Source: an optimization exercise on an open RTL-to-GDS flow (aim: small area, a short achievable clock period and few clock cycles per item). Production flows keep margins and buffers that such runs may drop.
Only simulation tests tie the RTL to the original design; equivalence was not proved.

## lbm_macroscopic
module lbm_macroscopic #(
  parameter int GRID_DIM        = 256,
  parameter int DATA_WIDTH      = 64,
  parameter int FRACTIONAL_BITS = 56,
  parameter int ADDRESS_WIDTH   = $clog2(GRID_DIM),
  parameter int DATA_WIDTH_F    = 9*DATA_WIDTH
) (
  input  logic                     CLOCK_50,
  input  logic                     RESET,
  input  logic                     in_valid,
  output logic                     in_ready,
  input  logic [DATA_WIDTH_F-1:0]  fin,
  input  logic [ADDRESS_WIDTH-1:0] in_addr,
  output logic                     out_valid,
  input  logic                     out_ready,
  output logic [DATA_WIDTH-1:0]    rho,
  output logic [DATA_WIDTH-1:0]    ux,
  output logic [DATA_WIDTH-1:0]    uy,
  output logic [ADDRESS_WIDTH-1:0] out_addr,
  output logic                     div_zero,
  output logic                     sat,
  output logic                     frame_done
);
  localparam logic [ADDRESS_WIDTH-1:0] LAST = ADDRESS_WIDTH'(GRID_DIM-1);
  function automatic [2:0] ctz8(input [7:0] d);
    ctz8 = d[0] ? 3'd0 : d[1] ? 3'd1 : d[2] ? 3'd2 : d[3] ? 3'd3 :
           d[4] ? 3'd4 : d[5] ? 3'd5 : d[6] ? 3'd6 : 3'd7;
  endfunction
  logic       rd_run;       
  logic [3:0] sc;           
  logic       hold_s;       
  logic       vb, vc, vd;   
  logic [3:0] ib, ic, id;   
  logic       fb, fc, fdg;  
  logic [1:0] post;         
  logic       full;         
  logic       load;
  logic [7:0] fd [9];       
  logic [9:0]  r3a, r3b, r3c;   
  logic [10:0] ex, ey;          
  logic [7:0]  mdx, mdy;        
  logic [63:0] rr;          
  logic [63:0] r3;          
  logic [1:0]  r3h;         
  logic [63:0] vx, vy;      
  logic [7:0]  vlox, vloy;  
  logic [3:0]  cr;          
  logic [1:0]  c3;          
  logic [2:0]  cx, cy;      
  logic        bx, by;      
  logic        nx, ny;      
  logic        zx, zy;      
  logic        ltx, lty;    
  logic        gex, gey;    
  logic        rnz;         
  logic        tf;          
  logic [5:0]  t;           
  logic [ADDRESS_WIDTH-1:0] addr_s;
  logic        firstc, firstd;
  logic [2:0]  dic, did;
  logic [11:0] rs;
  logic [11:0] tx, ty;
  logic [9:0]  t3;
  logic [8:0]  dx, dy;
  logic [7:0]  csub;
  logic [7:0]  r7;
  logic        bz, skipb, dz_s;
  assign dic    = ic[2:0];
  ...
Size: about 5,300 cells after synthesis, ~900 flip-flops, about 58,000 sq um of cells after synthesis.
Settings: LEC_CHECK=0, CAP_MARGIN=20, CORE_MARGIN=2, CORE_UTILIZATION=55, SETUP_SLACK_MARGIN=4.6, SLEW_MARGIN=20, TNS_END_PERCENT=10; clock period 8.0 ns.
standard.sh (not shown) runs the stock make flow with config.mk's settings and CLKGATE_MAP_FILE= SYNTH_SCRIPT=/design/flow/synth_recipe.tcl, a recipe that flattens the netlist after the stock synthesis.
==> flow/flow/run.sh <==
#!/bin/bash
set -euo pipefail
bash standard.sh 'BUFFER_PORTS_ARGS=-buffer_cell sky130_fd_sc_hd__buf_1' finish > make_finish.log 2>&1
Testbench counts at the start, summed over its fixed seeds: cycles 11,312, items 384.
Change:
--- a/flow/config.mk
+++ b/flow/config.mk
@@ -9,5 +9,5 @@
 export CORE_MARGIN = 2
 export CORE_UTILIZATION = 55
-export SETUP_SLACK_MARGIN = 4.6
+export SETUP_SLACK_MARGIN = 4.3
 export SLEW_MARGIN = 20
-export TNS_END_PERCENT = 10
+export TNS_END_PERCENT = 0
=>
- non-clock buffer count came out lower by 73
- cell area came out lower by 2.3%
- via count came out lower by 2.0%
- global-route usage came out lower by 0.78 points
- clock-buffer cell count came out higher by 8
Change:
--- a/flow/config.mk
+++ b/flow/config.mk
@@ -9,5 +9,5 @@
 export CORE_MARGIN = 2
 export CORE_UTILIZATION = 55
-export SETUP_SLACK_MARGIN = 4.3
+export SETUP_SLACK_MARGIN = 3.8
 export SLEW_MARGIN = 20
-export TNS_END_PERCENT = 0
+export TNS_END_PERCENT = 10
After rerunning: Fmax went down by about 3.2%; cell count stays flat; via count rises by about 0.4%; cell area shrinks by 0.68%; die area stays the same; non-clock buffer count grows by 3.
Change:
--- a/flow/config.mk
+++ b/flow/config.mk
@@ -9,5 +9,5 @@
 export CORE_MARGIN = 2
 export CORE_UTILIZATION = 55
-export SETUP_SLACK_MARGIN = 3.8
+export SETUP_SLACK_MARGIN = 4.3
 export SLEW_MARGIN = 20
 export TNS_END_PERCENT = 10
=> The changed run ran to the end with no violations. Cell count is higher slightly. Setup slack gains 200 ps. Maximum frequency came out higher by a few percent.

-- what the ideal ports hide --
Ports are ideal in the flow. The routed layouts listed here were re-timed in OpenROAD. Step 1, drivers: a clkbuf_16 drives CLOCK_50 and a buf_2 each remaining input, both assumed. Step 2 times the ports against the registers' clock, not the clock port: input delays grow and output delays shrink by t, the midpoint of the rising clock arrivals with the driver on. a / b / c = ideal / step 1 / step 2; a / b = the first two.
run | shift t [ns] | setup slack, ns | hold WS [ns] | worst slew at a driven data input, ns
the first run | 0.787 | 3.873 / 3.873 / 3.511 | 0.348 / 0.348 / 0.348 | 0.33
the second run | 0.782 | 3.867 / 3.867 / 3.283 | 0.344 / 0.344 / 0.344 | 0.36
the third run | 0.764 | 3.729 / 3.729 / 3.194 | 0.348 / 0.348 / 0.348 | 0.32
the fourth run | 0.786 | 3.931 / 3.931 / 3.735 | 0.346 / 0.346 / 0.346 | 0.33
After both steps setup and hold are still met in every run listed. The setup slack of the second run, which loses most, moves by 0.000 ns with the drivers and by -0.584 ns with both steps.
